This design comes from an exercise in tuning for small area and few clock cycles per item on the open sky130 flow, not from production work. Where RTL was checked, it was by simulation tests only, not by an equivalence proof against the original. For runs 1, 2, 6 and 7, only the layout was checked, not whether the RTL still works. Power figures rest on the tool's default switching activity, not on a simulated workload.

$ cat flow/config.mk
export PLATFORM = sky130hd
export DESIGN_NAME = sobel_top
export DESIGN_NICKNAME = sobel_top
export VERILOG_FILES = /design/flow/design.v
export SDC_FILE = /design/flow/constraint.sdc
export NUM_CORES = 4
export LEC_CHECK = 0
export CAP_MARGIN = 20
export CORE_MARGIN = 2
export CORE_UTILIZATION = 40
export CTS_BUF_LIST = sky130_fd_sc_hd__clkbuf_8
export CTS_CLUSTER_DIAMETER = 60
export CTS_CLUSTER_SIZE = 18
export GPL_TIMING_DRIVEN = 0
export PLACE_DENSITY = 0.6
export SLEW_MARGIN = 20
$ cat flow/design.v
localparam int img_width  = 32;                    
localparam int img_height = 24;                    
localparam int col_bits = $clog2(img_width + 1);
localparam int row_bits = $clog2(img_height);      
localparam int pixel_bits = 8;                     
localparam int grad_bits  = 11;                    
localparam int mag_bits   = 22;                    
localparam logic [mag_bits-1:0] edge_threshold_sq = 22'd22500;
localparam logic [1:0] FILL  = 2'd0;
localparam logic [1:0] RUN   = 2'd1;
localparam logic [1:0] FLUSH = 2'd2;
`timescale 1ns/1ps
module sobel_top (
    input  logic       clk,
    input  logic       rst_n,
    input  logic       pix_valid,
    output logic       pix_ready,
    input  logic [7:0] pix,
    output logic       edge_valid,
    input  logic       edge_ready,
    output logic       edge_bit,
    output logic       edge_last       
);
    logic [255:0] ring_a;         
    logic [255:0] ring_b;         
    logic [4:0]   tapcol;         
    logic [4:0]   icol;           
    logic [4:0]   rf;             
    logic         fl;             
    logic         fin;            
    logic [7:0]   ibuf;           
    logic         ibuf_v;
    logic [9:0]        v1, v0;        
    logic [8:0]        d1, d0;        
    logic [7:0] tap_a, tap_b;
    logic       can_load, r0, r1, at_i, at_f, idle;
    logic       acc, wl, wf, fin_step, wsh, emit, col0, use_new;
    assign tap_a = ring_a[255:248];
    assign tap_b = ring_b[255:248];
    assign can_load = !edge_valid || edge_ready;
    assign r0       = fl || (rf == 5'd0);
    assign r1       = !fl && (rf == 5'd1);
    assign at_i     = (tapcol == icol);
    assign at_f     = (tapcol == rf);
    assign idle     = r0 && (icol == 5'd0) && !fl;
    assign acc       = ibuf_v && at_i && (r0 ? (!fl || (rf != icol) || can_load) : can_load);
    assign pix_ready = !ibuf_v || acc;
    assign wl       = acc && !r0;                  
    assign wf       = fl && at_f && can_load;      
    assign fin_step = fin && can_load;
    assign wsh      = wl || wf;
    assign col0     = fl ? (rf == 5'd0) : (icol == 5'd0);    
    assign use_new  = !col0 && !fin;               
    assign emit     = (wl && !(r1 && icol == 5'd0)) || wf || fin_step;
    logic [7:0]        top, bot;
    logic [9:0]        vn;
    logic [8:0]        dn;
    assign top = (fl || rf > 5'd1) ? tap_b : 8'd0;
    assign bot = fl ? 8'd0 : ibuf;
    assign vn  = {2'b00, top} + {1'b0, tap_a, 1'b0} + {2'b00, bot};
    assign dn  = {1'b0, bot} - {1'b0, top};
    logic [10:0]        gx, gy;         
    logic [9:0]         ax, b;
    logic               sy;
    logic [7:0]         tq;
    logic [8:0]         cmp;
    logic               is_edge;
    assign gx = (use_new ? {1'b0, vn} : 11'd0) - {1'b0, v0};
    assign gy = {{2{d0[8]}}, d0} + {d1[8], d1, 1'b0} + (use_new ? {{2{dn[8]}}, dn} : 11'd0);
    assign ax = gx[10] ? 10'(-gx) : gx[9:0];
    assign sy = gy[10];
    assign b  = gy[9:0] ^ {10{sy}};
    always_comb begin
        case (ax[7:0])
            8'd0: tq = 8'd150;
            8'd1: tq = 8'd149;
            8'd2: tq = 8'd149;
            8'd3: tq = 8'd149;
            8'd4: tq = 8'd149;
            8'd5: tq = 8'd149;
            8'd6: tq = 8'd149;
            8'd7: tq = 8'd149;
            8'd8: tq = 8'd149;
            8'd9: tq = 8'd149;
            8'd10: tq = 8'd149;
            8'd11: tq = 8'd149;
            8'd12: tq = 8'd149;
            8'd13: tq = 8'd149;
            8'd14: tq = 8'd149;
            8'd15: tq = 8'd149;
            8'd16: tq = 8'd149;
            8'd17: tq = 8'd149;
            8'd18: tq = 8'd148;
            8'd19: tq = 8'd148;
            8'd20: tq = 8'd148;
            8'd21: tq = 8'd148;
            8'd22: tq = 8'd148;
            8'd23: tq = 8'd148;
            8'd24: tq = 8'd148;
            8'd25: tq = 8'd147;
            8'd26: tq = 8'd147;
            8'd27: tq = 8'd147;
            8'd28: tq = 8'd147;
            8'd29: tq = 8'd147;
            8'd30: tq = 8'd146;
            8'd31: tq = 8'd146;
            8'd32: tq = 8'd146;
            8'd33: tq = 8'd146;
            8'd34: tq = 8'd146;
            8'd35: tq = 8'd145;
            8'd36: tq = 8'd145;
            8'd37: tq = 8'd145;
            8'd38: tq = 8'd145;
            8'd39: tq = 8'd144;
            8'd40: tq = 8'd144;
            8'd41: tq = 8'd144;
            8'd42: tq = 8'd144;
            8'd43: tq = 8'd143;
            8'd44: tq = 8'd143;
            8'd45: tq = 8'd143;
            8'd46: tq = 8'd142;
            8'd47: tq = 8'd142;
            8'd48: tq = 8'd142;
            8'd49: tq = 8'd141;
            8'd50: tq = 8'd141;
            8'd51: tq = 8'd141;
            8'd52: tq = 8'd140;
            8'd53: tq = 8'd140;
            8'd54: tq = 8'd139;
            8'd55: tq = 8'd139;
            8'd56: tq = 8'd139;
            8'd57: tq = 8'd138;
            8'd58: tq = 8'd138;
            8'd59: tq = 8'd137;
            8'd60: tq = 8'd137;
            8'd61: tq = 8'd137;
            8'd62: tq = 8'd136;
            8'd63: tq = 8'd136;
            8'd64: tq = 8'd135;
            8'd65: tq = 8'd135;
            8'd66: tq = 8'd134;
            8'd67: tq = 8'd134;
            8'd68: tq = 8'd133;
            8'd69: tq = 8'd133;
            8'd70: tq = 8'd132;
            8'd71: tq = 8'd132;
            8'd72: tq = 8'd131;
            8'd73: tq = 8'd131;
            8'd74: tq = 8'd130;
            8'd75: tq = 8'd129;
            8'd76: tq = 8'd129;
            8'd77: tq = 8'd128;
            8'd78: tq = 8'd128;
            8'd79: tq = 8'd127;
            8'd80: tq = 8'd126;
            8'd81: tq = 8'd126;
            8'd82: tq = 8'd125;
            8'd83: tq = 8'd124;
            8'd84: tq = 8'd124;
            8'd85: tq = 8'd123;
            8'd86: tq = 8'd122;
            8'd87: tq = 8'd122;
            8'd88: tq = 8'd121;
            8'd89: tq = 8'd120;
            8'd90: tq = 8'd120;
            8'd91: tq = 8'd119;
            8'd92: tq = 8'd118;
            8'd93: tq = 8'd117;
            8'd94: tq = 8'd116;
            8'd95: tq = 8'd116;
            8'd96: tq = 8'd115;
            8'd97: tq = 8'd114;
            8'd98: tq = 8'd113;
            8'd99: tq = 8'd112;
            8'd100: tq = 8'd111;
            8'd101: tq = 8'd110;
            8'd102: tq = 8'd109;
            8'd103: tq = 8'd109;
            8'd104: tq = 8'd108;
            8'd105: tq = 8'd107;
            8'd106: tq = 8'd106;
            8'd107: tq = 8'd105;
            8'd108: tq = 8'd104;
            8'd109: tq = 8'd103;
            8'd110: tq = 8'd101;
            8'd111: tq = 8'd100;
            8'd112: tq = 8'd99;
            8'd113: tq = 8'd98;
            8'd114: tq = 8'd97;
            8'd115: tq = 8'd96;
            8'd116: tq = 8'd95;
            8'd117: tq = 8'd93;
            8'd118: tq = 8'd92;
            8'd119: tq = 8'd91;
            8'd120: tq = 8'd90;
            8'd121: tq = 8'd88;
            8'd122: tq = 8'd87;
            8'd123: tq = 8'd85;
            8'd124: tq = 8'd84;
            8'd125: tq = 8'd82;
            8'd126: tq = 8'd81;
            8'd127: tq = 8'd79;
            8'd128: tq = 8'd78;
            8'd129: tq = 8'd76;
            8'd130: tq = 8'd74;
            8'd131: tq = 8'd73;
            8'd132: tq = 8'd71;
            8'd133: tq = 8'd69;
            8'd134: tq = 8'd67;
            8'd135: tq = 8'd65;
            8'd136: tq = 8'd63;
            8'd137: tq = 8'd61;
            8'd138: tq = 8'd58;
            8'd139: tq = 8'd56;
            8'd140: tq = 8'd53;
            8'd141: tq = 8'd51;
            8'd142: tq = 8'd48;
            8'd143: tq = 8'd45;
            8'd144: tq = 8'd42;
            8'd145: tq = 8'd38;
            8'd146: tq = 8'd34;
            8'd147: tq = 8'd29;
            8'd148: tq = 8'd24;
            8'd149: tq = 8'd17;
            8'd150: tq = 8'd0;
            default: tq = 8'd0;             
        endcase
    end
    assign cmp      = {1'b0, b[7:0]} + {1'b0, ~tq} + {8'd0, sy};
    assign is_edge  = (ax > 10'd150) || (|b[9:8]) || cmp[8];
    always_ff @(posedge clk) begin
        ring_a <= {ring_a[247:0], acc ? ibuf : tap_a};
        ring_b <= {ring_b[247:0], acc ? tap_a : tap_b};
    end
    always_ff @(posedge clk) begin
        if (pix_ready) ibuf <= pix;
        if (wsh) begin
            v1 <= vn;
            d1 <= dn;
            v0 <= col0 ? 10'd0 : v1;              
            d0 <= col0 ? 9'd0 : d1;
        end
        if (can_load && emit) begin
            edge_bit  <= is_edge;
            edge_last <= fin_step;
        end
    end
    always_ff @(posedge clk or negedge rst_n) begin
        if (!rst_n) begin
            icol       <= 5'd0;
            rf         <= 5'd0;
            fl         <= 1'b0;
            fin        <= 1'b0;
            edge_valid <= 1'b0;
            ibuf_v     <= 1'b0;
        end else begin
            if (pix_ready) ibuf_v <= pix_valid;
            if (acc) icol <= icol + 5'd1;
            if (acc && icol == 5'd31) begin
                if (fl) begin
                    rf <= 5'd1;                   
                end else if (rf == 5'd23) begin
                    rf <= 5'd0;                   
                    fl <= 1'b1;
                end else begin
                    rf <= rf + 5'd1;
                end
            end else if (wf) begin
                rf <= rf + 5'd1;                  
            end
            if (wf && rf == 5'd31) begin
                fl  <= 1'b0;
                fin <= 1'b1;
            end else if (fin_step) begin
                fin <= 1'b0;
            end
            if (can_load) edge_valid <= emit;
        end
    end
    always_ff @(posedge clk) begin
        tapcol <= (idle && !acc) ? 5'd0 : tapcol + 5'd1;
    end
endmodule
$ cat flow/constraint.sdc
create_clock -name core_clock -period 8.0 [get_ports {clk}]
set_input_delay 1.6000 -clock core_clock [delete_from_list [all_inputs] [get_ports {clk}]]
set_output_delay 1.6000 -clock core_clock [all_outputs]
set_load 0.01 [all_outputs]
$ cat flow/run.sh
#!/bin/bash
# synth_recipe.tcl (not shown) runs the flow's synth.tcl, then flattens the netlist and writes it again
# the make line also repeats each setting of config.mk as NAME=value (left out here)
make -C /OpenROAD-flow-scripts/flow DESIGN_CONFIG=/design/flow/config.mk WORK_HOME=/design/flow/orfs CLKGATE_MAP_FILE= SYNTH_SCRIPT=/design/flow/synth_recipe.tcl finish
==> results_dict.tcl, run 1 <==
set metrics [dict create \
    grt_use_total_pct 13.1 \
    clock_path_buffers 3 \
    post-synth-top-count-cell "dfxtp_1" \
    dpl.hpwl_um 19600 \
    p_leak_nw 7.59 \
    synthArstFlopShare_pct 2.43 \
    port-buffer-count 15 \
    drive_gt1_share_pct 10.1 \
    fin_crit_ps 7490 \
    criticalPathCategory "flop to flop" \
    gp_congestion 0.858 \
    cts-root-buf "clkbuf_8" \
    finalClockSkew_ps 30.7 \
    first_iter_violations 339 \
    n_fill_cell 3827 \
    end_kind "flop" \
    synthCells 1252 \
    ys_top_cells_by_count "517 x dfxtp_1, 59 x ha_1, 52 x inv_1, 46 x edfxtp_1, 46 x nand2_1" \
    final_area_mm2 0.0187 \
    min_period_over_period_pct 93.6 \
    dpl_cell_area_mm2 0.0178 \
    seq_area_mm2 0.0121 \
    post-synth-top-area-cell "dfxtp_1" \
    grt_antenna_before_repair 0 \
    relSlewSlack_pct 37.1 \
    yosys_warnings 1 \
    synth_area_mm2 0.0170 \
    vias_per_cell 4.63 \
    cts_sinks 577 \
    design.core.area_mm2 0.0419 \
    avgSynthCellArea_um2 13.5 \
    initial_core_util_pct 40.5 \
    route.detailed.drc 0 \
    drt_wl_total_um 28200 \
    synth_ff_type "dfxtp_1" \
    slew_violations 0 \
    avgRoutedWirePerCell_um 15.1 \
    hold_viol 0 \
    die_h_um 210 \
    status "no timing/DRC/antenna violations" \
    pin_count 16 \
    total_power_mw 6.07 \
    clk_latency_ps 590 \
    dp.cells 1807 \
    ant_nets 0 \
    drv_cap 0 \
    globalRouteOverflowTotal 0 \
    tightest_slew_ps 931 \
    max_freq_mhz 134 \
    synth-seq-area-share_pct 71.3 \
    setup_viol 0 \
    yosys.cell_types.count 78 \
    cp_data_arrival_time_ps 7810 \
    critPathMaxStageDelay_ps 500 \
    min_path_cells 0 \
    vdd_drop_max_uv 220 \
    syn2layout_area_growth_pct 10.3 \
    cts.clk_slew.worst_paths_ps 110 \
    num-nets-final 1411 \
    power_density_mw_per_mm2 325 \
    syn_nets 1343 \
    first_pass_iters 4 \
    grt_max_degree 24 \
    min_path_type "flop to flop" \
    synth_edf_count 46 \
    yosys_register_bits 577 \
    dieArea_mm2 0.0440 \
    yosys.area.top_type_share_pct 61.1 \
    critPathLaunchType "flop" \
    ys_top_cells_by_area "dfxtp_1 61%, edfxtp_1 8.1%, ha_1 4.4%" \
    num_vias 8664 \
    multi_input_area_mm2 0.00465 \
    fin_cells 1872 \
    cts_buffers 40 \
    diodes 0 \
    dieWidth_um 210 \
    tritoncts "done" \
    cts_max_level 2 \
    ff2ff_path_depth 34 \
    grt_pass1_wl_um 45900 \
    grt_pass1_vias 8636 \
    num_rows 75 \
    required_ps 8320 \
    critPathSlowestCell "fa_1" \
    path_max_fanout 7 \
]
area by class of cell:
type                       instances  area share (%)
sequential                       577            64.6
multi-input combinational        589            24.9
tap                              539            3.61
clock buffer                      40            2.94
timing repair buffer              28            1.43
inverter                          52            1.04
buffer                            32           0.923
clock inverter                    15           0.575
repair_timing:
action                                  in CTS  in global routing
setup buffers                                4                  8
endpoints found under the setup margin       1                  1
pin swaps                                    3                  9
hold endpoints to repair                     0                  0
resized for setup                           11                 43
cloned                                       0                  0
hold buffers                                 0                  0
flip-flops by register name, summed over array words and instances, names as in the netlist:
register,cells
ring_b,256
rf,5
v1,10
edge_bit,1
ibuf,8
ibuf_v,1
ring_a,256
icol,5
tapcol,5
d0,9
fl,1
edge_valid,1
v0,9
edge_last,1
fin,1
d1,8
metal layers:
metal	vias up	GRT usage [%]	wire length [µm]
li1	4389	-	-
met1	4106	18.3	14000
met2	121	20.4	12600
met3	48	2.27	843
met4	0	4.72	773
met5	-	0	0
cells by family (layout without fill, tap and decap cells):
logic type	Yosys count	in the layout	share of synthesized area, %
buffers and inverters	86	167	2.06
muxes	21	21	1.38
and+or+nand+nor	229	229	7.04
adders and majority gates	81	81	6.83
xor gates and xnor gates	61	61	3.20
AOI/OAI and AO/OA	197	197	8.22
DFF	577	577	71.3
per-stage QoR:
step	TNS (ps)	hold slack [ps]	setup slack (ps)	util (%)
global route	-21.9	329	-21.9	44.7
floorplan	0	310	794	-
finish	0	313	510	44.7
detailed placement	-1150	312	-1150	42.6
global placement	-1170	310	-1170	42.5
CTS	0	311	6.26	44.3
layout by cell type, fill, tap and decap left out, drive strengths merged, types with 23 or more instances in the layout:
cell type	Yosys	layout
edfxtp	46	46
xor2	23	23
nor2	44	44
inv	52	64
dfxtp	517	517
nor3	23	23
ha	59	59
buf	11	25
o21ai	40	40
clkbuf	23	60
nand2	47	47
a21oi	37	37
and2	23	23
xnor2	38	38
worst paths after layout:
check,start,end,slack (ps)
worst max-delay path,rf[4],edge_bit,510
worst min-delay path,ring_a[226],ring_a[234],310
worst max register to register,rf[4],edge_bit,510
worst min register to register,ring_a[226],ring_a[234],310
max in group asynchronous,rst_n,rf[3],6090
min in group asynchronous,rst_n,rf[0],1430
report_power, final:
part	switching [mW]	total [mW]	leakage [nW]	internal [mW]
logic	1.07	1.74	2.47	0.668
clock network	0.835	1.32	0.362	0.480
registers	0.0253	3.02	4.76	3.00
total	1.93	6.07	7.59	4.15
critical path: cells and delay by family, from the launching register on:
kind | cells | cell delay [ps]
compound gates | 16 | 2930
xor+xnor | 1 | 230
fa+ha+maj | 5 | 1920
buf+inv | 5 | 480
flops | 1 | 480
mux | 1 | 370
simple gates | 6 | 820
==> run 2, diff against run 1 <==
--- a/flow/design.v
+++ b/flow/design.v
@@ -59,4 +59,9 @@
     assign bot = fl ? 8'd0 : ibuf;
-    assign vn  = {2'b00, top} + {1'b0, tap_a, 1'b0} + {2'b00, bot};
-    assign dn  = {1'b0, bot} - {1'b0, top};
+    logic [7:0] tb_s, dn_s;
+    logic       tb_c, dn_c;
+    rca #(8) i_tb (.a(top), .b(bot), .ci(1'b0), .s(tb_s), .co(tb_c));
+    rca #(9) i_vn (.a({tb_c, tb_s[7:1]}), .b({1'b0, tap_a}), .ci(1'b0), .s(vn[9:1]), .co());
+    assign vn[0] = tb_s[0];
+    rca #(8) i_dn (.a(bot), .b(~top), .ci(1'b1), .s(dn_s), .co(dn_c));
+    assign dn = {~dn_c, dn_s};
     logic [10:0]        gx, gy;         
@@ -67,5 +72,12 @@
     logic               is_edge;
-    assign gx = (use_new ? {1'b0, vn} : 11'd0) - {1'b0, v0};
-    assign gy = {{2{d0[8]}}, d0} + {d1[8], d1, 1'b0} + (use_new ? {{2{dn[8]}}, dn} : 11'd0);
-    assign ax = gx[10] ? 10'(-gx) : gx[9:0];
+    logic [9:0] vk, gx_s, y1;
+    logic [8:0] dk;
+    logic       gx_c;
+    assign vk = use_new ? vn : 10'd0;
+    assign dk = use_new ? dn : 9'd0;
+    rca #(10) i_gx (.a(vk), .b(~v0), .ci(1'b1), .s(gx_s), .co(gx_c));
+    assign gx = {~gx_c, gx_s};
+    rca #(10) i_y1 (.a({d0[8], d0}), .b({dk[8], dk}), .ci(1'b0), .s(y1), .co());
+    rca #(11) i_gy (.a({y1[9], y1}), .b({d1[8], d1, 1'b0}), .ci(1'b0), .s(gy), .co());
+    rca #(10) i_ax (.a(gx[9:0] ^ {10{gx[10]}}), .b(10'd0), .ci(gx[10]), .s(ax), .co());
     assign sy = gy[10];
@@ -228,3 +240,4 @@
     end
-    assign cmp      = {1'b0, b[7:0]} + {1'b0, ~tq} + {8'd0, sy};
+    rca #(8) i_cmp (.a(b[7:0]), .b(~tq), .ci(sy), .s(), .co(cmp[8]));
+    assign cmp[7:0] = 8'd0;
     assign is_edge  = (ax > 10'd150) || (|b[9:8]) || cmp[8];
@@ -283 +296,18 @@
 endmodule
+module rca #(
+    parameter int W = 8
+) (
+    input  logic [W-1:0] a,
+    input  logic [W-1:0] b,
+    input  logic         ci,
+    output logic [W-1:0] s,
+    output logic         co
+);
+    logic [W:0] c;
+    assign c[0] = ci;
+    for (genvar i = 0; i < W; i++) begin : g_bit
+        assign s[i]   = a[i] ^ b[i] ^ c[i];
+        assign c[i+1] = (a[i] & b[i]) | (c[i] & (a[i] | b[i]));
+    end
+    assign co = c[W];
+endmodule
--- a/flow/config.mk
+++ b/flow/config.mk
@@ -13,3 +13,2 @@
 export CTS_CLUSTER_SIZE = 18
-export GPL_TIMING_DRIVEN = 0
 export PLACE_DENSITY = 0.6
==> run 2 against run 1 <==
  * Sequential share of layout area up 0.083 points
  * Sequential cell count unchanged
  * Global-route usage down 0.55 points
  * Wire length down 10%
  * Critical path type unchanged
  * Cell area down 0.16%
  * Non-clock buffer count up 47
  * Sequential power up 3%
  * Combinational power up 55%
  * Register-to-register slack worse by 1000 ps
  * Critical path depth up 1
  * Clock-buffer cell count up 4
  * Now fails the layout checks on negative setup slack
==> results_dict.tcl, run 2 <==
set metrics [dict create \
    pre_cts_ws_ps -634 \
    min_path_cells 0 \
    first_iter_violations 477 \
    top_regs "ring_a: 256 flops, ring_b: 256 flops, v0: 10 flops" \
    cts_max_level 2 \
    criticalPathCategory "flop to flop" \
    diodes 0 \
    ctsHoldBuffers 0 \
    grt_pass1_wl_um 42500 \
    synthArstFlopShare_pct 2.43 \
    yosys_warnings 2 \
    critPathTopFamily "adder cells" \
    ant_nets 0 \
    pin_count 16 \
    drt_wl_total_um 25400 \
    synthCells 1153 \
    synth_edf_count 46 \
    route.detailed.drc 0 \
    cts.clk_slew.worst_paths_ps 110 \
    dieWidth_um 206 \
    syn_nets 1242 \
    critPathSlowestCell "fa_1" \
    ys_top_cells_by_area "dfxtp_1 63%, edfxtp_1 8.5%, fa_1 5.6%" \
    status "complete, but fails checks" \
    setup_viol 1 \
    grt_use_total_pct 12.5 \
    clk_latency_ps 560 \
    design.core.area_mm2 0.0400 \
    n_fill_cell 3571 \
    ff2ff_path_depth 35 \
    holdCritStartpoint "ring_b[197]" \
    die_h_um 206 \
    globalRouteOverflowTotal 0 \
    dpl.hpwl_um 17300 \
    cts-root-buf "clkbuf_8" \
    critPathMaxStageDelay_ps 590 \
    first_pass_iters 7 \
    min_path_type "flop to flop" \
    yosys_register_bits 577 \
    drv_cap 0 \
    synth_ff_type "dfxtp_1" \
    synth_area_mm2 0.0163 \
    clock_path_buffers 3 \
    ys_top_cells_by_count "517 x dfxtp_1, 80 x inv_1, 71 x nand2_1, 46 x edfxtp_1, 46 x fa_1" \
    path_max_fanout 8 \
    yosys.area.top_type_share_pct 63.5 \
    end_kind "flop" \
    dieArea_mm2 0.0424 \
    vias_per_cell 4.41 \
    critPathLaunchType "flop" \
    min_to "ring_b[205]" \
    num-nets-final 1356 \
    tritoncts "done" \
    slew_violations 0 \
    required_ps 8280 \
    relSlewSlack_pct 49.7 \
    num_rows 73 \
    power_density_mw_per_mm2 385 \
    cp_data_arrival_time_ps 8790 \
    synth-seq-area-share_pct 74.1 \
    grt_pass1_vias 8227 \
    r2r_end "edge_bit" \
    grt_antenna_before_repair 0 \
    layout_setup_ws_ps -505 \
    post-synth-top-count-cell "dfxtp_1" \
    gp_congestion 0.844 \
    p_leak_nw 7.61 \
    r2r_start "rf[0]" \
    tightest_slew_ps 753 \
    port-buffer-count 15 \
    cp_num_buf_inv 3 \
    avgSynthCellArea_um2 14.1 \
    vdd_drop_max_uv 186 \
    fin_crit_ps 8500 \
    layout_common_cells "517 x dfxtp_1, 86 x buf_4, 81 x inv_1" \
    hold_viol 0 \
    post-synth-top-area-cell "dfxtp_1" \
    initial_core_util_pct 40.8 \
    cts_sinks 577 \
    total_power_mw 7.19 \
    syn2layout_area_growth_pct 14.5 \
    max_freq_mhz 118 \
    rsz0062_at_grt "true" \
    r2r_slack_ps -500 \
    final_common_cell "dfxtp_1" \
    yosys.cell_types.count 80 \
    cts_buffers 41 \
    min_period_over_period_pct 106 \
    crit_cells 35 \
    drive_gt1_share_pct 16.4 \
    grt_max_degree 37 \
    failed_checks "negative setup slack" \
    avgRoutedWirePerCell_um 14.1 \
    finalClockSkew_ps 46.9 \
    num_vias 7980 \
    hold-worst-slack_ps 313 \
]
## run 2: cell types whose count changed after synthesis, moves of 15 or more
cell     delta
fa_1       +26
inv_1      +28
nor2_1     -19
mux2_2     -17
ha_1       -28
xnor2_1    -18
nor3_1     -17
a21oi_1    -16
nand2_1    +25
a21o_1     -15
and3_1     -16
## run 2: routing by layer
layer	vias up	part of all wire (%)	GRT usage, %
met1	3847	50	18.1
met3	45	3.1	2.14
li1	3975	-	-
met5	-	0	0
met4	0	2.2	3.80
met2	113	44	19.3
## run 2: worst max path at each step
stage	start	to
floorplan	rf[1]	edge_bit
global placement	rf[1]	edge_bit
detailed placement	rf[1]	edge_bit
CTS	rf[0]	edge_bit
global route	rf[0]	edge_bit
finish	rf[0]	edge_bit
## run 2: power by group
| group | internal [mW] | leakage [nW] | switching (mW) |
|---|---|---|---|
| logic | 1.30 | 2.42 | 1.39 |
| registers | 3.06 | 4.79 | 0.0459 |
| clock network | 0.558 | 0.406 | 0.841 |
## run 2: cells by family (layout without fill, tap and decap cells)
logic type | count (synthesis) | in the layout | synth area share (%)
flip-flops | 577 | 577 | 74.1
buffers and inverters | 117 | 247 | 2.98
multiplexers | 6 | 6 | 0.460
adder cells (fa/ha/maj) | 78 | 78 | 8.09
XOR/XNOR | 33 | 33 | 1.77
AND/OR/NAND/NOR | 213 | 213 | 6.91
AO/OA/AOI/OAI | 129 | 129 | 5.71
## run 2: repair_timing
action | in CTS | in global routing
resized for setup | 7 | 5
setup buffers | 3 | 1
endpoints found under the setup margin | 1 | 1
cloned | 0 | 0
pin swaps | 11 | 1
## run 2: final cells by class
class	instances	area, µm²	area share, %
Sequential cell	577	12100	64.7
Multi-Input combinational cell	459	3960	21.2
Tap cell	525	657	3.52
Inverter	81	304	1.63
Clock buffer	44	606	3.24
Clock inverter	15	145	0.777
Timing Repair Buffer	107	916	4.90
## run 2: per-stage QoR
stage | utilization [%] | std cells | area, µm² | setup TNS, ps
2_1_floorplan | - | 1153 | 16500 | -438
5_1_grt | 46.7 | 1808 | 18700 | -841
6_report | 46.7 | 1808 | 18700 | -505
4_1_cts | 46.6 | 1807 | 18600 | -467
3_3_place_gp | 44.6 | 1745 | 17800 | -482
3_5_place_dp | 44.6 | 1745 | 17800 | -634
==> run 3, diff against run 2 <==
--- a/flow/design.v
+++ b/flow/design.v
@@ -37,2 +37,6 @@
     logic       acc, wl, wf, fin_step, wsh, emit, col0, use_new;
+    logic [4:0] icol_n, rf_n;
+    logic       fl_n, fin_n;
+    logic       tmask;            
+    logic       unew;             
     assign tap_a = ring_a[255:248];
@@ -52,3 +56,3 @@
     assign col0     = fl ? (rf == 5'd0) : (icol == 5'd0);    
-    assign use_new  = !col0 && !fin;               
+    assign use_new  = unew;                        
     assign emit     = (wl && !(r1 && icol == 5'd0)) || wf || fin_step;
@@ -57,3 +61,3 @@
     logic [8:0]        dn;
-    assign top = (fl || rf > 5'd1) ? tap_b : 8'd0;
+    assign top = tmask ? tap_b : 8'd0;
     assign bot = fl ? 8'd0 : ibuf;
@@ -81,3 +85,3 @@
     rca #(11) i_gy (.a({y1[9], y1}), .b({d1[8], d1, 1'b0}), .ci(1'b0), .s(gy), .co());
-    rca #(10) i_ax (.a(gx[9:0] ^ {10{gx[10]}}), .b(10'd0), .ci(gx[10]), .s(ax), .co());
+    assign ax = gx[10] ? 10'(-gx) : gx[9:0];
     assign sy = gy[10];
@@ -240,4 +244,3 @@
     end
-    rca #(8) i_cmp (.a(b[7:0]), .b(~tq), .ci(sy), .s(), .co(cmp[8]));
-    assign cmp[7:0] = 8'd0;
+    assign cmp = {1'b0, b[7:0]} + {1'b0, ~tq} + {8'd0, sy};
     assign is_edge  = (ax > 10'd150) || (|b[9:8]) || cmp[8];
@@ -266,2 +269,4 @@
             fin        <= 1'b0;
+            tmask      <= 1'b0;
+            unew       <= 1'b0;
             edge_valid <= 1'b0;
@@ -270,23 +275,34 @@
             if (pix_ready) ibuf_v <= pix_valid;
-            if (acc) icol <= icol + 5'd1;
-            if (acc && icol == 5'd31) begin
-                if (fl) begin
-                    rf <= 5'd1;                   
-                end else if (rf == 5'd23) begin
-                    rf <= 5'd0;                   
-                    fl <= 1'b1;
-                end else begin
-                    rf <= rf + 5'd1;
-                end
-            end else if (wf) begin
-                rf <= rf + 5'd1;                  
-            end
-            if (wf && rf == 5'd31) begin
-                fl  <= 1'b0;
-                fin <= 1'b1;
-            end else if (fin_step) begin
-                fin <= 1'b0;
-            end
+            icol  <= icol_n;
+            rf    <= rf_n;
+            fl    <= fl_n;
+            fin   <= fin_n;
+            tmask <= fl_n || (rf_n > 5'd1);
+            unew  <= !(fl_n ? (rf_n == 5'd0) : (icol_n == 5'd0)) && !fin_n;
             if (can_load) edge_valid <= emit;
         end
+    end
+    always_comb begin
+        icol_n = acc ? icol + 5'd1 : icol;
+        rf_n   = rf;
+        fl_n   = fl;
+        fin_n  = fin;
+        if (acc && icol == 5'd31) begin
+            if (fl) begin
+                rf_n = 5'd1;                      
+            end else if (rf == 5'd23) begin
+                rf_n = 5'd0;                      
+                fl_n = 1'b1;
+            end else begin
+                rf_n = rf + 5'd1;
+            end
+        end else if (wf) begin
+            rf_n = rf + 5'd1;                     
+        end
+        if (wf && rf == 5'd31) begin
+            fl_n  = 1'b0;
+            fin_n = 1'b1;
+        end else if (fin_step) begin
+            fin_n = 1'b0;
+        end
     end
--- a/flow/config.mk
+++ b/flow/config.mk
@@ -13,2 +13,3 @@
 export CTS_CLUSTER_SIZE = 18
+export GPL_TIMING_DRIVEN = 0
 export PLACE_DENSITY = 0.6
==> run 3 against run 2 <==
  * Still fails the layout checks on negative setup slack
  * Critical path type unchanged
  * Synthesized area is 0.71% lower
  * Non-clock buffer count is 34 lower
  * Critical endpoint unchanged
  * Cell area is 1.8% lower
  * Clock-buffer cell count stayed put
  * Final cell count is 3.9% lower
  * Sequential share of layout area is 1.5 points higher
  * Clock skew is 5.2 ps lower
==> results_dict.tcl, run 3 <==
set metrics [dict create \
    ys_top_cells_by_count "517 x dfxtp_1, 75 x inv_1, 49 x nand2_1, 46 x edfxtp_1, 46 x fa_1" \
    final_common_cell "dfxtp_1" \
    slew_violations 0 \
    ctsHoldBuffers 0 \
    gp_congestion 0.843 \
    globalRouteOverflowTotal 0 \
    clk_latency_ps 580 \
    hold_viol 0 \
    cts_max_level 2 \
    drive_gt1_share_pct 15.9 \
    setup_tns_ps -136 \
    syn_nets 1198 \
    num-nets-final 1285 \
    rsz0062_at_grt "true" \
    pin_count 16 \
    dp.cells 1653 \
    yosys_register_bits 579 \
    avgSynthCellArea_um2 14.6 \
    dpl_cell_area_mm2 0.0171 \
    ant_nets 0 \
    end_kind "flop" \
    grt_use_total_pct 11.7 \
    dieArea_mm2 0.0421 \
    path_max_fanout 10 \
    drv_cap 0 \
    timing.critical_path.mode_cell "fa_2" \
    synth_ff_type "dfxtp_1" \
    min_period_over_period_pct 102 \
    cp_num_buf_inv 7 \
    post-synth-top-area-cell "dfxtp_1" \
    synthArstFlopShare_pct 2.76 \
    finalClockSkew_ps 41.6 \
    route.detailed.drc 0 \
    initial_core_util_pct 40.7 \
    critPathSlowestCell "fa_1" \
    clock_path_buffers 3 \
    yosys_warnings 2 \
    design.core.area_mm2 0.0398 \
    synthCells 1112 \
    failed_checks "negative setup slack" \
    total_power_mw 5.99 \
    syn2layout_area_growth_pct 13.3 \
    power_density_mw_per_mm2 327 \
    cts-root-buf "clkbuf_8" \
    min_path_type "flop to flop" \
    die_h_um 205 \
    top_regs "ring_a: 256 flops, ring_b: 256 flops" \
    required_ps 8280 \
    port-buffer-count 15 \
    p_leak_nw 7.30 \
    fin_crit_ps 8140 \
    vdd_drop_max_uv 194 \
    hold-worst-slack_ps 317 \
    setup_viol 1 \
    critPathMaxStageDelay_ps 580 \
    synth-seq-area-share_pct 74.9 \
    n_fill_cell 3594 \
    grt_antenna_before_repair 0 \
    criticalPathCategory "flop to flop" \
    diodes 0 \
    synth_edf_count 46 \
    cp_data_arrival_time_ps 8410 \
    r2r_slack_ps -140 \
    status "complete, but fails checks" \
    grt_pass1_vias 7715 \
    yosys.area.top_type_share_pct 63.9 \
    fin_cells 1738 \
    max_freq_mhz 123 \
    vias_per_cell 4.38 \
    grt_max_degree 27 \
    critPathTopFamily "adder cells" \
    first_iter_violations 374 \
    ys_top_cells_by_area "dfxtp_1 64%, edfxtp_1 8.5%, fa_1 5.7%" \
    cts_buffers 41 \
    dpl.hpwl_um 15400 \
    cts.clk_slew.worst_paths_ps 100 \
    layout_setup_ws_ps -136 \
    post-synth-top-count-cell "dfxtp_1" \
    cts_sinks 579 \
    synth_area_mm2 0.0162 \
    drt_wl_total_um 23900 \
    dieWidth_um 205 \
    num_vias 7621 \
    critPathLaunchType "flop" \
    layout_common_cells "517 x dfxtp_1, 75 x inv_1, 46 x nand2_1, 46 x edfxtp_1, 45 x clkbuf_8" \
    avgRoutedWirePerCell_um 13.8 \
    num_rows 73 \
    grt_pass1_wl_um 39600 \
    final_area_mm2 0.0183 \
    yosys.cell_types.count 69 \
    tightest_slew_ps 794 \
    relSlewSlack_pct 46.8 \
    first_pass_iters 4 \
    tritoncts "done" \
]
## run 3: cell count changes after synthesis, sizes merged, moves of 7 or more
| cell | delta |
|---|---|
| nand2 | -22 |
| nor2b | -9 |
| buf | -7 |
| mux2 | +15 |
| a31oi | +8 |
| o211ai | +9 |
## run 3: kinds of logic (layout without fill, tap and decap cells)
logic type	count (synthesis)	count (layout)	synth area share, %
xor gates and xnor gates	38	38	2.15
AOI/OAI and AO/OA	127	127	5.45
and+or+nand+nor	170	170	5.57
buffers and inverters	104	205	2.68
muxes	20	20	1.37
adders and majority gates	74	74	7.85
DFF	579	579	74.9
## run 3: cell type report
cell class / count / area (µm²) / share of cell area, %
clock inverter: 13 / 118 / 0.641
multi-input combinational: 429 / 3930 / 21.5
sequential: 579 / 12100 / 66.2
clock buffer: 44 / 606 / 3.30
timing repair buffer: 45 / 385 / 2.10
inverter: 75 / 287 / 1.56
tap: 525 / 657 / 3.58
buffer: 28 / 218 / 1.19
## run 3: timing repair
action                     CTS  global route
hold endpoints to repair     0             0
buffers inserted            21             7
pin swaps                   24            32
cloned                       0             1
setup endpoints to repair    1             1
gates resized for setup     52            43
## run 3: metal layers
layer	vias up	share of wire (%)	track usage, %	routed length [µm]
li1	3791	-	-	-
met1	3671	51	17.1	12200
met2	112	43	17.6	10400
met3	47	3.6	2.22	855
met4	0	2.2	3.78	525
met5	-	0	0	0
## run 3: worst paths after layout
| kind | from | end | cells past startpoint |
|---|---|---|---|
| hold reg to reg | ring_a[5] | ring_a[13] | 0 |
| max in group asynchronous | rst_n | fl | 1 |
| setup / recovery | tmask | edge_bit | 33 |
| hold / removal | ring_a[5] | ring_a[13] | 0 |
| setup reg to reg | tmask | edge_bit | 33 |
| min in group asynchronous | rst_n | ibuf_v | 1 |
## run 3: metrics by stage
step           setup slack [ps]  utilization [%]
3_5_place_dp               -898             42.8
6_report                   -136             46.0
2_1_floorplan              37.2                -
3_3_place_gp              -1010             42.8
5_1_grt                    -468             46.0
4_1_cts                    -228             45.4
## run 3: where the power goes
part	switching, mW	internal (mW)	leakage (nW)	total, mW
clock network	0.836	0.551	0.392	1.39
logic	0.879	0.696	2.13	1.57
registers	0.0322	3.00	4.78	3.03
total	1.75	4.24	7.30	5.99
Testbench counts of run 3, summed over its fixed seeds: cycles 24,856, pixels 24,576.
==> run 4, diff against run 3 <==
--- a/flow/config.mk
+++ b/flow/config.mk
@@ -9,3 +9,3 @@
 export CORE_MARGIN = 2
-export CORE_UTILIZATION = 40
+export CORE_UTILIZATION = 55
 export CTS_BUF_LIST = sky130_fd_sc_hd__clkbuf_8
@@ -13,4 +13,3 @@
 export CTS_CLUSTER_SIZE = 18
-export GPL_TIMING_DRIVEN = 0
-export PLACE_DENSITY = 0.6
+export PLACE_DENSITY = 0.7
 export SLEW_MARGIN = 20
==> run 4 against run 3 <==
  * The run now finishes clean
  * Clock power decreased by 4%
  * Utilization is 16 points higher
  * Non-clock buffer count fell by 5
  * Combinational power shrank 6%
  * Final cell count shrank 8.4%
  * Synthesized cell count did not move
  * Critical path depth is 2 higher
  * Clock skew is 15 ps lower
  * Maximum frequency rose by 3.6%
  * Sequential cell count unchanged
  * Cell area is 2.2% lower
  * Sequential power hardly changed
  * Critical path type unchanged
==> results_dict.tcl, run 4 <==
set metrics [dict create \
    status "no timing/DRC/antenna violations" \
    design.core.area_mm2 0.0289 \
    vias_per_cell 4.71 \
    gp_congestion 0.914 \
    top_regs "ring_a: 256 flops, ring_b: 256 flops" \
    final_common_cell "dfxtp_1" \
    ys_top_cells_by_area "dfxtp_1 64%, edfxtp_1 8.5%, fa_1 5.7%" \
    initial_core_util_pct 56.1 \
    post-synth-top-count-cell "dfxtp_1" \
    seq_power_share_pct 52.0 \
    clk_latency_ps 570 \
    syn2layout_area_growth_pct 10.7 \
    critPathSlowestCell "fa_1" \
    swShare_pct 28.9 \
    end_kind "flop" \
    timing.critical_path.mode_cell "fa_2" \
    cts-root-buf "clkbuf_8" \
    vdd_drop_max_uv 233 \
    port-buffer-count 15 \
    criticalPathCategory "flop to flop" \
    total_power_mw 5.84 \
    n_fill_cell 2201 \
    yosys_warnings 2 \
    tightest_slew_ps 822 \
    layout_common_cells "517 x dfxtp_1, 80 x inv_1, 48 x nand2_1, 48 x buf_4, 46 x edfxtp_1" \
    dieArea_mm2 0.0308 \
    seq_area_mm2 0.0121 \
    synth-seq-area-share_pct 74.9 \
    num_vias 7497 \
    setup_tns_ps 0 \
    max_freq_mhz 127 \
    grt_pass1_wl_um 39300 \
    yosys.cell_types.count 69 \
    route.detailed.drc 0 \
    required_ps 8300 \
    post-synth-top-area-cell "dfxtp_1" \
    path_max_fanout 5 \
    pwr-share-clk_pct 22.9 \
    synth_edf_count 46 \
    ant_nets 0 \
    cts.clk_slew.worst_paths_ps 110 \
    dpl.hpwl_um 15700 \
    grt_pass1_vias 7613 \
    multi_input_area_mm2 0.00374 \
    synthCells 1112 \
    ys_top_cells_by_count "517 x dfxtp_1, 75 x inv_1, 49 x nand2_1, 46 x edfxtp_1, 46 x fa_1" \
    syn_nets 1198 \
    critPathTopFamily "adder cells" \
    power_density_mw_per_mm2 326 \
    synthArstFlopShare_pct 2.76 \
    num-nets-final 1279 \
    setup_viol 0 \
    dieWidth_um 176 \
    min_path_type "flop to flop" \
    grt_use_total_pct 16.1 \
    globalRouteOverflowTotal 0 \
    grt_antenna_before_repair 0 \
    p_leak_nw 7.28 \
    first_pass_iters 4 \
    cts_max_level 2 \
    synth_area_mm2 0.0162 \
    avgRoutedWirePerCell_um 15.0 \
    die_h_um 176 \
    clock_path_buffers 3 \
    comb_power_share_pct 25.1 \
    fin_crit_ps 7850 \
    slew_violations 0 \
    diodes 0 \
    drt_wl_total_um 23900 \
    ctsHoldBuffers 0 \
    hold-worst-slack_ps 322 \
    finalClockSkew_ps 26.9 \
    grt_max_degree 37 \
    p_sw_mw 1.69 \
    drv_cap 0 \
    hold_viol 0 \
    pin_count 16 \
    first_iter_violations 411 \
    cp_data_arrival_time_ps 8150 \
    yosys_register_bits 579 \
    rsz0062_at_grt "true" \
    tritoncts "done" \
    critPathLaunchType "flop" \
    yosys.area.top_type_share_pct 63.9 \
    drive_gt1_share_pct 13.8 \
    cts_buffers 40 \
    synth_ff_type "dfxtp_1" \
    num_rows 62 \
    relSlewSlack_pct 45.0 \
    cts_sinks 579 \
    avgSynthCellArea_um2 14.6 \
    critPathMaxStageDelay_ps 580 \
    intPower_mw 4.15 \
    min_period_over_period_pct 98.1 \
    cp_num_buf_inv 6 \
]
==> run 4: path summary, 6_finish.rpt <==
kind,from,to,slack [ps],cells past startpoint
max in group asynchronous,rst_n,unew,5980,1
worst max register to register,fl,edge_bit,150,35
worst min-delay path,ring_a[215],ring_a[223],320,0
worst min register to register,ring_a[215],ring_a[223],320,0
min in group asynchronous,rst_n,icol[4],1500,1
worst max-delay path,fl,edge_bit,150,35
==> run 4: per-layer routing <==
layer	track usage (%)	up-vias	routed length, µm	part of all wire (%)
met2	24.9	104	10600	44
met5	0	-	0	0
li1	-	3761	-	-
met4	5.65	0	617	2.6
met1	23.2	3586	11800	50
met3	2.86	46	820	3.4
==> run 4: final cells by class <==
cell class,count,area share (%)
inverters,75,1.58
flip-flops and latches,579,67.7
repair buffers,68,3.36
clock buffers,41,3.15
well taps,384,2.68
multi-input cells,429,20.9
clock inverters,16,0.670
==> run 4: kinds of logic after synthesis <==
family,after synthesis,share of synthesized area (%)
adders and majority gates,74,7.85
xor gates and xnor gates,38,2.15
buffers and inverters,104,2.68
DFF,579,74.9
AOI/OAI and AO/OA,127,5.45
and+or+nand+nor,170,5.57
muxes,20,1.37
==> run 4: power groups by stage <==
| stage | Sequential (mW) | Combinational, mW | Clock [mW] |
|---|---|---|---|
| after floorplan | 3.08 | 0.917 | 0 |
| after global placement | 3.10 | 1.41 | 0 |
| after detailed placement | 3.10 | 1.40 | 0 |
| after CTS | 3.04 | 1.43 | 1.38 |
| after global routing | 3.05 | 1.62 | 1.49 |
| final | 3.04 | 1.47 | 1.34 |
==> run 4: stage by stage <==
step / setup WS (ps) / std cells / utilization, % / cell area, µm²
floorplan: 37.2 / 1112 / - / 16200
global placement: 4.58 / 1527 / 59.2 / 17100
detailed placement: -133 / 1527 / 59.2 / 17100
CTS: 1.59 / 1589 / 61.8 / 17800
global route: -184 / 1592 / 62.1 / 17900
finish: 151 / 1592 / 62.1 / 17900
==> run 4: repair_timing <==
action | CTS | global route
gates cloned | 0 | 0
buffers inserted | 5 | 3
endpoints found under the setup margin | 1 | 1
resized for setup | 9 | 31
pin swaps | 4 | 13
==> run 5, diff against run 4 <==
--- a/flow/config.mk
+++ b/flow/config.mk
@@ -9,3 +9,3 @@
 export CORE_MARGIN = 2
-export CORE_UTILIZATION = 55
+export CORE_UTILIZATION = 40
 export CTS_BUF_LIST = sky130_fd_sc_hd__clkbuf_8
@@ -13,3 +13,3 @@
 export CTS_CLUSTER_SIZE = 18
-export PLACE_DENSITY = 0.7
+export PLACE_DENSITY = 0.6
 export SLEW_MARGIN = 20
==> run 5 against run 4 <==
  * Clock power about the same
  * Clock-buffer cell count down 1
  * Global-route usage down 4.4 points
  * Synthesized cell count unchanged
  * Cell area up 0.78%
  * Power down 0.59%
  * Synthesized area unchanged
  * Combinational power down 4%
  * Critical endpoint unchanged
  * Highest routed layer unchanged
==> results_dict.tcl, run 5 <==
set metrics [dict create \
    status "no timing/DRC/antenna violations" \
    pre_cts_ws_ps -374 \
    multi_input_area_mm2 0.00375 \
    top_regs "ring_a: 256 flops, ring_b: 256 flops" \
    ant_nets 0 \
    seq_area_mm2 0.0121 \
    grt.busiest_layer "met2" \
    r2r_start "fl" \
    vdd_drop_max_uv 205 \
    path_max_fanout 6 \
    r2r_end "edge_bit" \
    avgRoutedWirePerCell_um 13.9 \
    yosys.area.top_type_share_pct 63.9 \
    dpl.hpwl_um 15900 \
    vias_per_cell 4.38 \
    slew_violations 0 \
    ys_top_cells_by_area "dfxtp_1 64%, edfxtp_1 8.5%, fa_1 5.7%" \
    drv_cap 0 \
    synthCells 1112 \
    gp_congestion 0.804 \
    ctsHoldBuffers 0 \
    dieWidth_um 205 \
    critPathTopFamily "adder cells" \
    comb_power_share_pct 24.4 \
    globalRouteOverflowTotal 0 \
    layout_setup_ws_ps 153 \
    pwr-share-clk_pct 23.4 \
    min_path_cells 0 \
    tritoncts "done" \
    final_common_cell "dfxtp_1" \
    yosys_warnings 2 \
    setup_tns_ps 0 \
    p_leak_nw 7.25 \
    num_rows 73 \
    met1_usage_pct 16.9 \
    avgSynthCellArea_um2 14.6 \
    grt_use_total_pct 11.8 \
    fin_crit_ps 7850 \
    num-nets-final 1272 \
    pin_count 16 \
    min_period_over_period_pct 98.1 \
    synth_ff_type "dfxtp_1" \
    cts_sinks 579 \
    tightest_slew_ps 800 \
    clock_path_buffers 3 \
    grtUsageMet2_pct 17.7 \
    n_fill_cell 3639 \
    die_h_um 205 \
    met3_usage_pct 2.11 \
    holdCritStartpoint "ring_a[177]" \
    synth-seq-area-share_pct 74.9 \
    grt_max_degree 37 \
    max_freq_mhz 127 \
    end_kind "flop" \
    cts.clk_slew.worst_paths_ps 110 \
    critPathSlowestCell "fa_1" \
    cp_num_buf_inv 6 \
    rsz0062_at_grt "true" \
    hold_viol 0 \
    critPathMaxStageDelay_ps 570 \
    yosys.cell_types.count 69 \
    required_ps 8280 \
    route.detailed.drc 0 \
    power_density_mw_per_mm2 321 \
    design.core.area_mm2 0.0398 \
    grt_antenna_before_repair 1 \
    ys_top_cells_by_count "517 x dfxtp_1, 75 x inv_1, 49 x nand2_1, 46 x edfxtp_1, 46 x fa_1" \
    syn_nets 1198 \
    min_path_type "flop to flop" \
    synth_edf_count 46 \
    grt_pass1_vias 7697 \
    cts-root-buf "clkbuf_8" \
    finalClockSkew_ps 29.9 \
    first_pass_iters 4 \
    first_iter_violations 239 \
    clk_latency_ps 570 \
    post-synth-top-count-cell "dfxtp_1" \
    p_sw_mw 1.67 \
    seq_power_share_pct 52.3 \
    relSlewSlack_pct 46.5 \
    synthArstFlopShare_pct 2.76 \
    syn2layout_area_growth_pct 11.6 \
    grt_pass1_wl_um 39600 \
    port-buffer-count 15 \
    layout_common_cells "517 x dfxtp_1, 81 x inv_1, 48 x nand2_1" \
    criticalPathCategory "flop to flop" \
    drive_gt1_share_pct 13.5 \
    post-synth-top-area-cell "dfxtp_1" \
    final_core_util_pct 45.4 \
    timing.critical_path.mode_cell "fa_2" \
    cp_data_arrival_time_ps 8130 \
    swShare_pct 28.8 \
    drt_wl_total_um 24000 \
    dieArea_mm2 0.0421 \
    num_vias 7562 \
    min_to "ring_a[185]" \
    critPathLaunchType "flop" \
    r2r_slack_ps 150 \
    synth_area_mm2 0.0162 \
    setup_viol 0 \
    yosys_register_bits 579 \
    intPower_mw 4.13 \
    cts_max_level 2 \
    cts_buffers 40 \
    diodes 0 \
    initial_core_util_pct 40.7 \
    ff2ff_path_depth 35 \
]
==> run 5: worst max-delay path by stage <==
stage,start,to,slack (ps),cells after the start
after CTS,fl,edge_bit,20,35
after global placement,tmask,edge_bit,-190,34
after detailed placement,tmask,edge_bit,-370,34
after floorplan,fl,edge_bit,40,36
after global routing,fl,edge_bit,-280,35
final,fl,edge_bit,150,35
==> run 5: logic make-up (layout without fill, tap and decap cells) <==
logic type                 after synthesis  count (layout)  share of synthesized area [%]
AOI/OAI and AO/OA                      127             127                           5.45
and+or+nand+nor                        170             170                           5.57
xor gates and xnor gates                38              38                           2.15
DFF                                    579             579                           74.9
muxes                                   20              20                           1.37
adders and majority gates               74              74                           7.85
buffers and inverters                  104             194                           2.68
==> run 5: cell type report <==
type | count | area share, %
clock buffers | 40 | 3.05
clock inverters | 18 | 0.886
well taps | 525 | 3.64
inverters | 75 | 1.57
repair buffers | 61 | 2.97
flip-flops and latches | 579 | 67.2
multi-input cells | 429 | 20.7
==> run 5: layer usage <==
layer	vias up	routed length, µm	share of wire, %
met3	59	886	3.7
met4	0	801	3.3
met1	3622	12100	50
li1	3767	-	-
met2	114	10200	43
met5	-	0	0
==> run 5: power by group through the flow <==
stage	registers (mW)	clock network (mW)	logic [mW]
3_5_place_dp	3.10	0	1.34
3_3_place_gp	3.10	0	1.35
6_report	3.03	1.36	1.41
2_1_floorplan	3.08	0	0.917
4_1_cts	3.03	1.42	1.38
5_1_grt	3.04	1.52	1.57
==> run 5: per-stage QoR <==
step	std cells	hold slack (ps)	power, mW	area [µm²]
floorplan	1112	310	4.00	16200
global placement	1663	310	4.45	17200
detailed placement	1663	312	4.44	17200
CTS	1724	311	5.84	18000
global route	1727	331	6.14	18100
finish	1727	322	5.80	18100
==> run 5: repair_timing <==
| item | CTS | global route |
|---|---|---|
| gates resized for setup | 24 | 16 |
| cloned | 0 | 0 |
| setup endpoints to repair | 1 | 1 |
| pin swaps | 7 | 13 |
| setup buffers | 3 | 3 |
==> run 6, diff against run 5 <==
--- a/flow/design.v
+++ b/flow/design.v
@@ -269,4 +269,2 @@
             fin        <= 1'b0;
-            tmask      <= 1'b0;
-            unew       <= 1'b0;
             edge_valid <= 1'b0;
@@ -279,4 +277,2 @@
             fin   <= fin_n;
-            tmask <= fl_n || (rf_n > 5'd1);
-            unew  <= !(fl_n ? (rf_n == 5'd0) : (icol_n == 5'd0)) && !fin_n;
             if (can_load) edge_valid <= emit;
@@ -308,2 +304,6 @@
     end
+    always_ff @(posedge clk) begin
+        tmask <= fl_n || (rf_n > 5'd1);
+        unew  <= !(fl_n ? (rf_n == 5'd0) : (icol_n == 5'd0)) && !fin_n;
+    end
     always_ff @(posedge clk) begin
==> run 6 against run 5 <==
  * The layout now fails its checks (negative setup slack)
  * Power grew 3.9%
  * Global-route usage grew 0.70 points
  * Synthesized area is essentially flat
  * Clock power grew 4%
  * Critical path type unchanged
  * Critical endpoint unchanged
  * Largest power group unchanged
==> results_dict.tcl, run 6 <==
set metrics [dict create \
    rsz0062_at_grt "true" \
    yosys_warnings 2 \
    critPathSlowestCell "fa_1" \
    yosys.area.top_type_share_pct 64.2 \
    criticalPathCategory "flop to flop" \
    cts-root-buf "clkbuf_8" \
    dp.cells 1696 \
    layout_common_cells "518 x dfxtp_1, 81 x inv_1, 64 x buf_4" \
    dieArea_mm2 0.0421 \
    yosys_register_bits 579 \
    synth.area.mux_share_pct 1.50 \
    vdd_drop_max_uv 172 \
    avgSynthCellArea_um2 14.3 \
    final_area_mm2 0.0182 \
    cp_num_buf_inv 7 \
    clk_latency_ps 600 \
    synth_top_family_by_area "adder cells" \
    ys_top_cells_by_area "dfxtp_1 64%, edfxtp_1 8.5%, fa_1 5.7%" \
    cts.clk_slew.worst_paths_ps 100 \
    fin_cells 1764 \
    hold_viol 0 \
    finalClockSkew_ps 29.2 \
    final_core_util_pct 45.8 \
    avgRoutedWirePerCell_um 14.1 \
    syn2layout_area_growth_pct 12.8 \
    route.detailed.drc 0 \
    gp_congestion 0.835 \
    grt_pass1_vias 7802 \
    grt_max_degree 37 \
    tritoncts "done" \
    end_kind "flop" \
    clock_path_buffers 3 \
    required_ps 8340 \
    timing.critical_path.mode_cell "fa_2" \
    initial_core_util_pct 40.6 \
    vias_per_cell 4.35 \
    yosys.cell_types.count 72 \
    cts_max_level 2 \
    max_freq_mhz 124 \
    yosys.area_share.simple_pct 6.20 \
    design.core.area_mm2 0.0398 \
    first_pass_iters 4 \
    dpl.hpwl_um 16200 \
    port-buffer-count 15 \
    ant_nets 0 \
    globalRouteOverflowTotal 0 \
    min_period_over_period_pct 101 \
    hold-worst-slack_ps 313 \
    synth_edf_count 46 \
    cts_buffers 42 \
    cp_data_arrival_time_ps 8390 \
    synthArstFlopShare_pct 2.42 \
    synth_xor_area_share_pct 1.95 \
    grt_antenna_before_repair 1 \
    drt_wl_total_um 24800 \
    die_h_um 205 \
    grt_use_total_pct 12.5 \
    slew_violations 0 \
    post-synth-top-area-cell "dfxtp_1" \
    cts_sinks 579 \
    total_power_mw 6.03 \
    power_density_mw_per_mm2 331 \
    final_common_cell "dfxtp_1" \
    min_path_type "flop to flop" \
    synthCells 1128 \
    drv_cap 0 \
    diodes 0 \
    synth_ff_type "dfxtp_1" \
    syn_nets 1214 \
    failed_checks "negative setup slack" \
    tightest_slew_ps 842 \
    synth_area_mm2 0.0162 \
    synth_fa_ha_area_share_pct 7.86 \
    drive_gt1_share_pct 14.8 \
    synth_compound_area_share_pct 4.88 \
    num_rows 73 \
    fin_crit_ps 8050 \
    status "complete, but fails checks" \
    num-nets-final 1309 \
    post-synth-top-count-cell "dfxtp_1" \
    dpl_cell_area_mm2 0.0174 \
    p_leak_nw 7.37 \
    grt_pass1_wl_um 41300 \
    relSlewSlack_pct 43.7 \
    pin_count 16 \
    top_regs "ring_a: 256 flops, ring_b: 256 flops" \
    dieWidth_um 205 \
    first_iter_violations 389 \
    layout_setup_ws_ps -49.6 \
    num_vias 7680 \
    critPathLaunchType "flop" \
    ys_top_cells_by_count "519 x dfxtp_1, 75 x inv_1, 54 x nand2_1, 46 x edfxtp_1, 46 x fa_1" \
    critPathTopFamily "adder cells" \
    synth-seq-area-share_pct 74.9 \
    critPathMaxStageDelay_ps 580 \
    path_max_fanout 6 \
    setup_viol 1 \
]
run 6: cell type report:
class	instances	area [µm²]
fillers	3612	21600
flip-flops and latches	579	12100
multi-input cells	441	3750
repair buffers	83	693
well taps	525	657
clock buffers	43	592
inverters	76	290
clock inverters	17	144
run 6: stage by stage:
step / worst slack, ps / setup TNS [ps]
after global placement: -408 / -408
after CTS: -72.7 / -72.7
after global routing: -485 / -485
final: -49.6 / -49.6
after detailed placement: -384 / -384
after floorplan: 0.814 / 0
run 6: kinds of logic after synthesis:
logic type                 after synthesis
adders and majority gates               74
xor gates and xnor gates                36
muxes                                   22
DFF                                    579
AOI/OAI and AO/OA                      120
and+or+nand+nor                        189
buffers and inverters                  108
run 6: what timing repair did:
| action | in CTS | in global routing |
|---|---|---|
| buffers inserted | 6 | 2 |
| gates cloned | 0 | 0 |
| gates resized for setup | 12 | 7 |
| hold buffers | 0 | 0 |
| endpoints found under the setup margin | 1 | 1 |
| pin swaps | 5 | 8 |
run 6: report_power, final:
group	leakage [nW]	switching, mW	internal, mW
sequential	4.77	0.0881	3.06
combinational	2.19	0.812	0.672
clock	0.400	0.881	0.525
total	7.37	1.78	4.25
run 6: worst paths after layout:
| check | start | cells past startpoint | to | slack, ps |
|---|---|---|---|---|
| setup / recovery | fl | 33 | edge_bit | -50 |
| hold / removal | ring_a[121] | 0 | ring_a[129] | 310 |
| setup reg to reg | fl | 33 | edge_bit | -50 |
| hold reg to reg | ring_a[121] | 0 | ring_a[129] | 310 |
| max in group asynchronous | rst_n | 1 | icol[2] | 5980 |
| min in group asynchronous | rst_n | 1 | icol[4] | 1480 |
run 6: routing by layer:
| metal | share of wire (%) | global-route usage [%] |
|---|---|---|
| met3 | 3.8 | 2.55 |
| met5 | 0 | 0 |
| met1 | 50 | 17.6 |
| met2 | 43 | 18.8 |
| met4 | 3.0 | 4.93 |
==> run 7, diff against run 6 <==
--- a/flow/config.mk
+++ b/flow/config.mk
@@ -11,4 +11,4 @@
 export CTS_BUF_LIST = sky130_fd_sc_hd__clkbuf_8
-export CTS_CLUSTER_DIAMETER = 60
-export CTS_CLUSTER_SIZE = 18
+export CTS_CLUSTER_DIAMETER = 55
+export CTS_CLUSTER_SIZE = 20
 export PLACE_DENSITY = 0.6
==> run 7 against run 6 <==
  * Still fails the layout checks on negative setup slack
  * Synthesized area stayed put
  * Synthesized cell count stayed put
  * Via count about the same
  * Utilization is 0.30 points higher
  * Clock skew fell by 8.7 ps
  * Register-to-register slack worse by 20 ps
  * Maximum frequency decreased by 0.24%
==> results_dict.tcl, run 7 <==
set metrics [dict create \
    status "complete, but fails checks" \
    failed_checks "negative setup slack" \
    drt_wl_total_um 24900 \
    critPathTopFamily "adder cells" \
    multi_input_area_mm2 0.00377 \
    first_iter_violations 388 \
    num_vias 7681 \
    yosys.area.top_type_share_pct 64.2 \
    ant_nets 0 \
    critPathSlowestCell "fa_1" \
    critPathMaxStageDelay_ps 590 \
    r2r_slack_ps -70 \
    cts.clk_slew.worst_paths_ps 110 \
    power_density_mw_per_mm2 336 \
    first_pass_iters 4 \
    finalClockSkew_ps 20.5 \
    cts_buffers 40 \
    p_leak_nw 7.40 \
    crit_cells 33 \
    setup_viol 1 \
    clk_latency_ps 590 \
    synth_xor_area_share_pct 1.95 \
    num_rows 73 \
    setup_tns_ps -69.0 \
    yosys_register_bits 579 \
    dieWidth_um 205 \
    num-nets-final 1308 \
    tightest_slew_ps 844 \
    grt_max_degree 37 \
    r2r_end "edge_bit" \
    synth_area_mm2 0.0162 \
    dpl.hpwl_um 16200 \
    cts_sinks 579 \
    avgSynthCellArea_um2 14.3 \
    synth.area.mux_share_pct 1.50 \
    layout_setup_ws_ps -69.0 \
    n_fill_cell 3566 \
    crit_path_start "tmask" \
    initial_core_util_pct 40.6 \
    tritoncts "done" \
    drive_gt1_share_pct 15.2 \
    vdd_drop_max_uv 168 \
    min_period_over_period_pct 101 \
    globalRouteOverflowTotal 0 \
    yosys.area_share.simple_pct 6.20 \
    synth_compound_area_share_pct 4.88 \
    critPathLaunchType "flop" \
    diodes 0 \
    rsz0062_at_grt "true" \
    avgRoutedWirePerCell_um 14.1 \
    crit_path_end "edge_bit" \
    yosys_warnings 2 \
    timing.critical_path.mode_cell "fa_2" \
    vias_per_cell 4.36 \
    post-synth-top-area-cell "dfxtp_1" \
    relSlewSlack_pct 43.6 \
    layout_common_cells "518 x dfxtp_1, 78 x inv_1, 65 x buf_4" \
    r2r_start "tmask" \
    ys_top_cells_by_count "519 x dfxtp_1, 75 x inv_1, 54 x nand2_1, 46 x edfxtp_1, 46 x fa_1" \
    clock_path_buffers 3 \
    synth_top_family_by_area "adder cells" \
    yosys.cell_types.count 72 \
    port-buffer-count 15 \
    cts-root-buf "clkbuf_8" \
    pre_cts_ws_ps -384 \
    max_freq_mhz 124 \
    path_max_fanout 8 \
    syn_nets 1214 \
    synthArstFlopShare_pct 2.42 \
    criticalPathCategory "flop to flop" \
    slew_violations 0 \
    ff2ff_path_depth 33 \
    grt_use_total_pct 12.4 \
    cp_data_arrival_time_ps 8410 \
    ys_top_cells_by_area "dfxtp_1 64%, edfxtp_1 8.5%, fa_1 5.7%" \
    synth_fa_ha_area_share_pct 7.86 \
    cts_max_level 2 \
    synth-seq-area-share_pct 74.9 \
    end_kind "flop" \
    grt_pass1_vias 7756 \
    seq_area_mm2 0.0121 \
    synth_edf_count 46 \
    die_h_um 205 \
    hold_viol 0 \
    grt_antenna_before_repair 1 \
    design.core.area_mm2 0.0398 \
    min_path_type "flop to flop" \
    drv_cap 0 \
    synthCells 1128 \
    ctsHoldBuffers 0 \
    gp_congestion 0.835 \
    required_ps 8340 \
    cp_num_buf_inv 7 \
    post-synth-top-count-cell "dfxtp_1" \
    pin_count 16 \
    synth_ff_type "dfxtp_1" \
    final_common_cell "dfxtp_1" \
    dieArea_mm2 0.0421 \
    route.detailed.drc 0 \
    syn2layout_area_growth_pct 13.5 \
    fin_crit_ps 8070 \
    grt_pass1_wl_um 41200 \
    top_regs "ring_a: 256 flops, ring_b: 256 flops" \
]
run 7: cell counts after synthesis:
No cell type changed its count.
run 7: worst min path at each step:
stage	slack [ps]	start	cells past startpoint	to
global placement	310	ring_b[16]	0	ring_b[24]
detailed placement	310	ring_a[177]	0	ring_a[185]
finish	320	ring_a[118]	0	ring_a[126]
floorplan	310	ring_a[92]	0	ring_a[100]
CTS	330	ring_a[212]	0	ring_a[220]
global route	330	ring_a[118]	0	ring_a[126]
run 7: through the flow:
stage          utilization (%)  instances  cell area [µm²]  hold WS [ps]  power, mW
3_5_place_dp              43.7       1696            17400           312       4.63
4_1_cts                   45.9       1760            18300           327       6.20
6_report                  46.1       1763            18400           324       6.17
5_1_grt                   46.1       1763            18400           329       6.54
2_1_floorplan                -       1128            16300           310       4.13
3_3_place_gp              43.7       1696            17400           311       4.65
run 7: cell type report:
| class | count | area share (%) |
|---|---|---|
| Sequential cell | 579 | 66.0 |
| Multi-Input combinational cell | 441 | 20.5 |
| Timing Repair Buffer | 84 | 3.81 |
| Tap cell | 525 | 3.58 |
| Clock buffer | 40 | 3.00 |
| Inverter | 76 | 1.58 |
| Clock inverter | 18 | 1.51 |
run 7: what timing repair did:
item / in CTS / in global routing
endpoints found under the setup margin: 1 / 1
buffers inserted: 6 / 3
gates resized for setup: 12 / 10
pin swaps: 5 / 9
run 7: cells by family (layout without fill, tap and decap cells):
logic type               after synthesis  in the layout
flip-flops                           579            579
adder cells (fa/ha/maj)               74             74
XOR/XNOR                              36             36
buffers and inverters                108            218
multiplexers                          22             22
AND/OR/NAND/NOR                      189            189
AO/OA/AOI/OAI                        120            120
run 7: worst register-to-register path, delay by kind of cell (launching register included):
family | cells | cell delay (ps)
compound gates | 6 | 1390
fa+ha+maj | 14 | 4650
buf+inv | 7 | 580
flops | 1 | 360
mux | 1 | 230
simple gates | 5 | 590
run 7: power by group:
part	leakage, nW	internal (mW)	total [mW]	switching [mW]
logic	2.21	0.678	1.50	0.820
clock network	0.421	0.633	1.53	0.899
registers	4.77	3.06	3.14	0.0880
total	7.40	4.37	6.17	1.81
run 7: metal layers:
layer,global-route usage (%),vias to the layer above,part of all wire [%]
li1,-,3858,-
met1,17.6,3667,50
met4,4.93,0,2.9
met2,18.6,98,44
met3,2.56,58,3.7
met5,0,-,0

[re-timing with driven ports]
In the flow no input, the clock included, has a driving cell. The finished layouts below were timed again as built, in two steps. Step 1 assumes that a clkbuf_16 drives the clock port and a buf_2 every other input. Step 2 moves the port delays by t, midway between the first and last clock arrival at a register: inputs arrive t later, outputs are due t later. That takes back most of the time a late clock gives input paths. a / b / c = no drivers / after step 1 / after step 2; a / b = the first two.
| run | t (ns) | slack for setup (ns) | worst setup path after step 2 | worst register clock-pin slew, ns | worst slew at a driven data input, ns |
|---|---|---|---|---|---|
| run 1 | 0.618 | 0.510 / 0.510 / 0.510 | register to register | 0.11 / 0.11 | 0.06 |
| run 2 | 0.586 | -0.505 / -0.505 / -0.505 | register to register | 0.11 / 0.11 | 0.04 |
| run 3 | 0.598 | -0.136 / -0.136 / -0.136 | register to register | 0.11 / 0.11 | 0.03 |
| run 4 | 0.605 | 0.151 / 0.151 / 0.151 | register to register | 0.11 / 0.11 | 0.04 |
| run 5 | 0.603 | 0.153 / 0.153 / 0.153 | register to register | 0.11 / 0.11 | 0.04 |
| run 6 | 0.626 | -0.050 / -0.050 / -0.050 | register to register | 0.11 / 0.11 | 0.04 |
| run 7 | 0.619 | -0.069 / -0.069 / -0.069 | register to register | 0.11 / 0.11 | 0.04 |
